From an optimization exercise on the open Yosys and OpenROAD flow, aimed at small area, a short achievable clock period and few clock cycles per item; shortcuts taken in it are not production practice.
At most, simulation tests tie the RTL to the original design; equivalence was not proved.

==> inputs of job 1553 <==
Design pi_current_loop_pwm, start of the top module:
module pi_current_loop_pwm (
    input  logic                              i_clk,
    input  logic                              i_rst_n,
    input  logic                              i_in_valid,
    output logic                              i_in_ready,
    input  logic [picl_pkg::CUR_W-1:0]        i_in_raw_current,
    input  logic [picl_pkg::CUR_W-1:0]        i_in_current_target,
    input  logic [picl_pkg::PWM_W-1:0]        i_in_throttle_level,
    input  logic [picl_pkg::CUR_W-1:0]        i_in_current_ceiling,
    input  logic                              i_in_other_fault,
    output logic                              o_out_valid,
    input  logic                              o_out_ready,
    output logic [picl_pkg::PWM_W-1:0]        o_out_duty_width,
    output logic [picl_pkg::SR_W-1:0]         o_out_sr_width,
    output logic                              o_out_vref_flag,
    output logic [picl_pkg::FB_W-1:0]         o_out_norm_current,
    output logic [picl_pkg::CUR_W-1:0]        o_out_peak_current,
    output logic [picl_pkg::AVG_W-1:0]        o_out_pwm_average,
    output logic                              o_out_fault_off,
    input  logic                              psel,
    input  logic                              penable,
    input  logic                              pwrite,
    input  logic [picl_pkg::CFG_ADDR_W-1:0]   paddr,
    input  logic [picl_pkg::CFG_DATA_W-1:0]   pwdata,
    output logic [picl_pkg::CFG_DATA_W-1:0]   prdata,
    output logic                              pready
);
clock: 19.0 ns
lec_check: 0
cap_margin: 20
core_margin: 2
core_utilization: 40
slew_margin: 20
standard.sh (not shown) runs the stock make flow with config.mk's settings and CLKGATE_MAP_FILE= SYNTH_SCRIPT=/design/flow/synth_recipe.tcl, a recipe that flattens the netlist after the stock synthesis.
==> flow/flow/run.sh <==
#!/bin/bash
# Standard ORFS layout, with the repair steps asked to leave extra setup
# slack (the clock constraint itself is the design's, unchanged).
set -euo pipefail
export SETUP_SLACK_MARGIN=${PICL_SETUP_MARGIN:-14}
bash standard.sh > standard.log 2>&1
==> inputs of job 4501, as changes to job 1553 <==
==> flow/run.sh (new file) <==
#!/bin/bash
# synth_recipe.tcl (not shown) runs the flow's synth.tcl, then flattens the netlist and writes it again
# the make line also repeats each setting of config.mk as NAME=value (left out here)
make -C /OpenROAD-flow-scripts/flow DESIGN_CONFIG=/design/flow/config.mk WORK_HOME=/design/flow/orfs CLKGATE_MAP_FILE= SYNTH_SCRIPT=/design/flow/synth_recipe.tcl finish
removed: flow/flow/run.sh
removed: flow/standard.sh
==> results_dict.tcl <==
set metrics [dict create \
    grt_usage_pct 24.34 \
    status "complete, no violations" \
    num_antenna_cells 2 \
    fin_util_pct 47.19 \
    finalWorstSetupSlack_ns 13.20 \
    tightest_slew_ns 0.9936 \
    vias 29319 \
    grtUsageMet2_pct 40.04 \
    grt_pass1_vias 29522 \
    rsz0062_at_grt "yes" \
    wire_per_inst_um 22.18 \
    path_depth 5 \
]
(the above is from job 1553)
==> results_dict.tcl <==
set metrics [dict create \
    wire_per_inst_um 21.03 \
    num_antenna_cells 0 \
    path_depth 3 \
    tightest_slew_ns 1.197 \
    rsz0062_at_grt "no" \
    grt_usage_pct 22.90 \
    vias 28326 \
    status "complete, no violations" \
]
(the above is from job 4501)
Function was not checked in any run of this note: the RTL went through the layout flow alone.

* * *

==> inputs of 10-12 <==
pi_current_loop_pwm, a different RTL version from the one above (not shown whole).
Settings: LEC_CHECK=0, CAP_MARGIN=20, CORE_MARGIN=2, CORE_UTILIZATION=40, SLEW_MARGIN=20; clock period 19.0 ns.
==> flow/flow/run.sh <==
#!/bin/bash
# Standard ORFS layout, with the repair steps asked to leave extra setup
# slack (the clock constraint itself is the design's, unchanged).
set -euo pipefail
export SETUP_SLACK_MARGIN=${PICL_SETUP_MARGIN:-13}
bash standard.sh > standard.log 2>&1
==> inputs of 01-15, as changes to 10-12 <==
==> flow/run.sh (new file) <==
#!/bin/bash
# synth_recipe.tcl (not shown) runs the flow's synth.tcl, then flattens the netlist and writes it again
# the make line also repeats each setting of config.mk as NAME=value (left out here)
make -C /OpenROAD-flow-scripts/flow DESIGN_CONFIG=/design/flow/config.mk WORK_HOME=/design/flow/orfs CLKGATE_MAP_FILE= SYNTH_SCRIPT=/design/flow/synth_recipe.tcl finish
removed: flow/flow/run.sh
removed: flow/standard.sh
==> comparison table <==
item                                                                         10-12                    01-15
Wire length of the first global-routing pass                             218000 um                214000 um
Metal-1 WL                                                                59600 um                 60800 um
Final weighted congestion in routability-driven placement                    0.928                    0.919
Post-CTS Setup Inserts                                                          90                        0
Final non-clock buffer share                                                0.0838                   0.0535
Slack of the worst reg-to-reg path                                        11950 ps                 10350 ps
Run status                                                 complete, no violations  complete, no violations
Total vias in the final route                                                40600                    39900
Post-route standard cell area excluding fillers                        50800 sq um              47500 sq um
No functional check of the RTL was part of any run of this note.

* * *

==> inputs of run H <==
pi_current_loop_pwm, a different RTL version from the one above (not shown whole).
Settings: LEC_CHECK=0, CAP_MARGIN=20, CORE_MARGIN=2, CORE_UTILIZATION=65, SLEW_MARGIN=20; clock period 19.0 ns.
==> flow/flow/run.sh <==
#!/bin/bash
# Standard ORFS layout, with the repair steps asked to leave extra setup
# slack (the clock constraint itself is the design's, unchanged).
set -euo pipefail
export SETUP_SLACK_MARGIN=${PICL_SETUP_MARGIN:-14}
bash standard.sh > standard.log 2>&1
==> run C (differences from run H) <==
CTS_CLUSTER_DIAMETER = 120   (was unset)
CTS_CLUSTER_SIZE = 24   (was unset)
==> impl_metrics.json <==
{
  "area_delta_synth_final_pct": 13.8,
  "outcome": "complete, no violations",
  "post_cts.repair.setup_buffers": 37,
  "worstRegToRegCells": 12,
  "most_frequent_cells_in_the_layout": "inv_1, fa_1, a22oi_1, edfxtp_1, xor2_1",
  "htree_num_levels": 2
}
the above is filed under run H

==> impl_metrics.json <==
{
  "outcome": "complete, no violations",
  "most_frequent_cells_in_the_layout": "inv_1, fa_1, a22oi_1, edfxtp_1, xor2_1",
  "grt_most_used_layer": "met2",
  "post_cts.repair.setup_buffers": 42,
  "worstRegToRegCells": 11,
  "nets": 4338,
  "cts.hold.buffers_added": 0,
  "area_delta_synth_final_pct": 10.8
}
the above is filed under run C

Testbench counts of run H, summed over its fixed seeds: cycles 15,840, items 15,360.
Testbench counts of run C, summed over its fixed seeds: cycles 15,840, items 15,360.

* * *

==> run a <==
pi_current_loop_pwm again, from the RTL that the note above started with.
==> flow/config.mk <==
export PLATFORM = sky130hd
export DESIGN_NAME = pi_current_loop_pwm
export DESIGN_NICKNAME = pi_current_loop_pwm
export VERILOG_FILES = /design/flow/design.v
export SDC_FILE = /design/flow/constraint.sdc
export NUM_CORES = 4
export LEC_CHECK = 0
export CAP_MARGIN = 20
export CORE_MARGIN = 2
export CORE_UTILIZATION = 55
export SLEW_MARGIN = 20
==> flow/constraint.sdc <==
create_clock -name core_clock -period 19.0 [get_ports {i_clk}]
set_input_delay 3.8000 -clock core_clock [delete_from_list [all_inputs] [get_ports {i_clk}]]
set_output_delay 3.8000 -clock core_clock [all_outputs]
set_load 0.01 [all_outputs]
==> flow/flow/run.sh <==
#!/bin/bash
# Standard ORFS layout, with the repair steps asked to leave extra setup
# slack (the clock constraint itself is the design's, unchanged).
set -euo pipefail
export SETUP_SLACK_MARGIN=${PICL_SETUP_MARGIN:-13.7}
bash standard.sh > standard.log 2>&1
==> run b (differences from run a) <==
==> flow/flow/run.sh (replaced) <==
#!/bin/bash
# Standard ORFS layout, with the repair steps asked to leave extra setup
# slack (the clock constraint itself is the design's, unchanged).
set -euo pipefail
export SETUP_SLACK_MARGIN=${PICL_SETUP_MARGIN:-14}
bash standard.sh > standard.log 2>&1
--- a/flow/config.mk
+++ b/flow/config.mk
@@ -8,4 +8,4 @@
 export CAP_MARGIN = 20
 export CORE_MARGIN = 2
-export CORE_UTILIZATION = 55
+export CORE_UTILIZATION = 72
 export SLEW_MARGIN = 20
==> run c (differences from run a) <==
==> flow/flow/run.sh (replaced) <==
#!/bin/bash
# Standard ORFS layout, with the repair steps asked to leave extra setup
# slack (the clock constraint itself is the design's, unchanged).
set -euo pipefail
export SETUP_SLACK_MARGIN=${PICL_SETUP_MARGIN:-14}
bash standard.sh > standard.log 2>&1
==> results.txt <==
Run c ran to the end with no violations. Run b ran to the end with no violations. Run a went through all stages and came out clean. Between run b and run a, the lower sequential share of layout area is in run b (gap 0.19 points). Cell count: run c > run a > run b. Between run a and run b, the lower clock-buffer cell count is in run b (gap 7). In critical path depth, run c and run b do not differ. Cell area: run a < run b < run c. Of run a and run c, run c has the higher global-route usage (gap 0.54 points).
==> figures <==
quantity                                                                              run b                    run c                    run a
Run status                                                          complete, no violations  complete, no violations  complete, no violations
Total CTS buffers                                                                        49                       51                       51
Area overhead of the layout relative to synthesis                                    13.53%                   15.04%                   12.25%
Clock latency of the later-clocked register in the worst-skew pair                  0.65 ns                  0.65 ns                  0.64 ns
Cell total after placement                                                            4,256                    4,451                    4,454
Period Utilization, post-route                                                       0.2657                   0.2661                   0.2766
Worst slack after detailed placement                                               12.28 ns                 12.22 ns                 12.26 ns
Data arrival time of the critical path                                              1.25 ns                  1.26 ns                  1.46 ns
Actual slew at the worst max-slew pin                                              1.305 ns                 1.233 ns                 1.239 ns
Max Fclk                                                                         0.1981 GHz               0.1978 GHz               0.1903 GHz
HPWL reported at the end of detailed placement                                     73.03 mm                 76.05 mm                 77.15 mm
First-pass GRT wire length                                                         169.4 mm                 171.6 mm                 169.7 mm
Initial standard-cell utilization of the core                                        0.7292                   0.5572                   0.5572
Fraction of area in multi-input gates                                                0.5645                   0.5553                   0.5609
Placed Area                                                                      39,740 µm²               40,000 µm²               39,950 µm²
Testbench counts of run a, summed over its fixed seeds: cycles 15,840, items 15,360.
Testbench counts of run b, summed over its fixed seeds: cycles 15,840, items 15,360.
Testbench counts of run c, summed over its fixed seeds: cycles 15,840, items 15,360.

## what the ideal ports hide
Ports are ideal in the flow. The routed layouts listed here were re-timed in OpenROAD. Step 1 assumes that a clkbuf_16 drives the clock port and a buf_2 every other input. Step 2 times the ports against the registers' clock, not the clock port: input delays grow and output delays shrink by t, the midpoint of the rising clock arrivals with the driver on. a / b / c = no drivers / after step 1 / after step 2; a / b = the first two.
run	shift t [ns]	setup WS [ns]	worst setup path after step 2	worst data-port slew with drivers (ns)	cell pins on the clock port's net
job 1553	0.690	13.196 / 13.133 / 13.387	input to register	0.08	1
job 4501	0.680	12.632 / 12.569 / 12.165	input to register	0.07	1
10-12	0.675	11.949 / 11.949 / 11.949	register to register	0.10	1
01-15	0.665	10.354 / 10.354 / 10.354	register to register	0.09	1
run H of note 3	0.688	13.950 / 13.882 / 13.315	input to register	0.09	1
run C of note 3	0.667	13.981 / 13.914 / 13.402	input to register	0.08	1
run a of note 4	0.682	13.745 / 13.679 / 13.124	input to register	0.08	1
run b of note 4	0.694	13.951 / 13.888 / 13.356	input to register	0.07	1
run c of note 4	0.704	13.944 / 13.873 / 13.350	input to register	0.10	1
After both steps every run listed still meets setup and hold. The setup slack of run H of note 3, which loses most, moves by -0.068 ns with the drivers and by -0.635 ns with both steps.
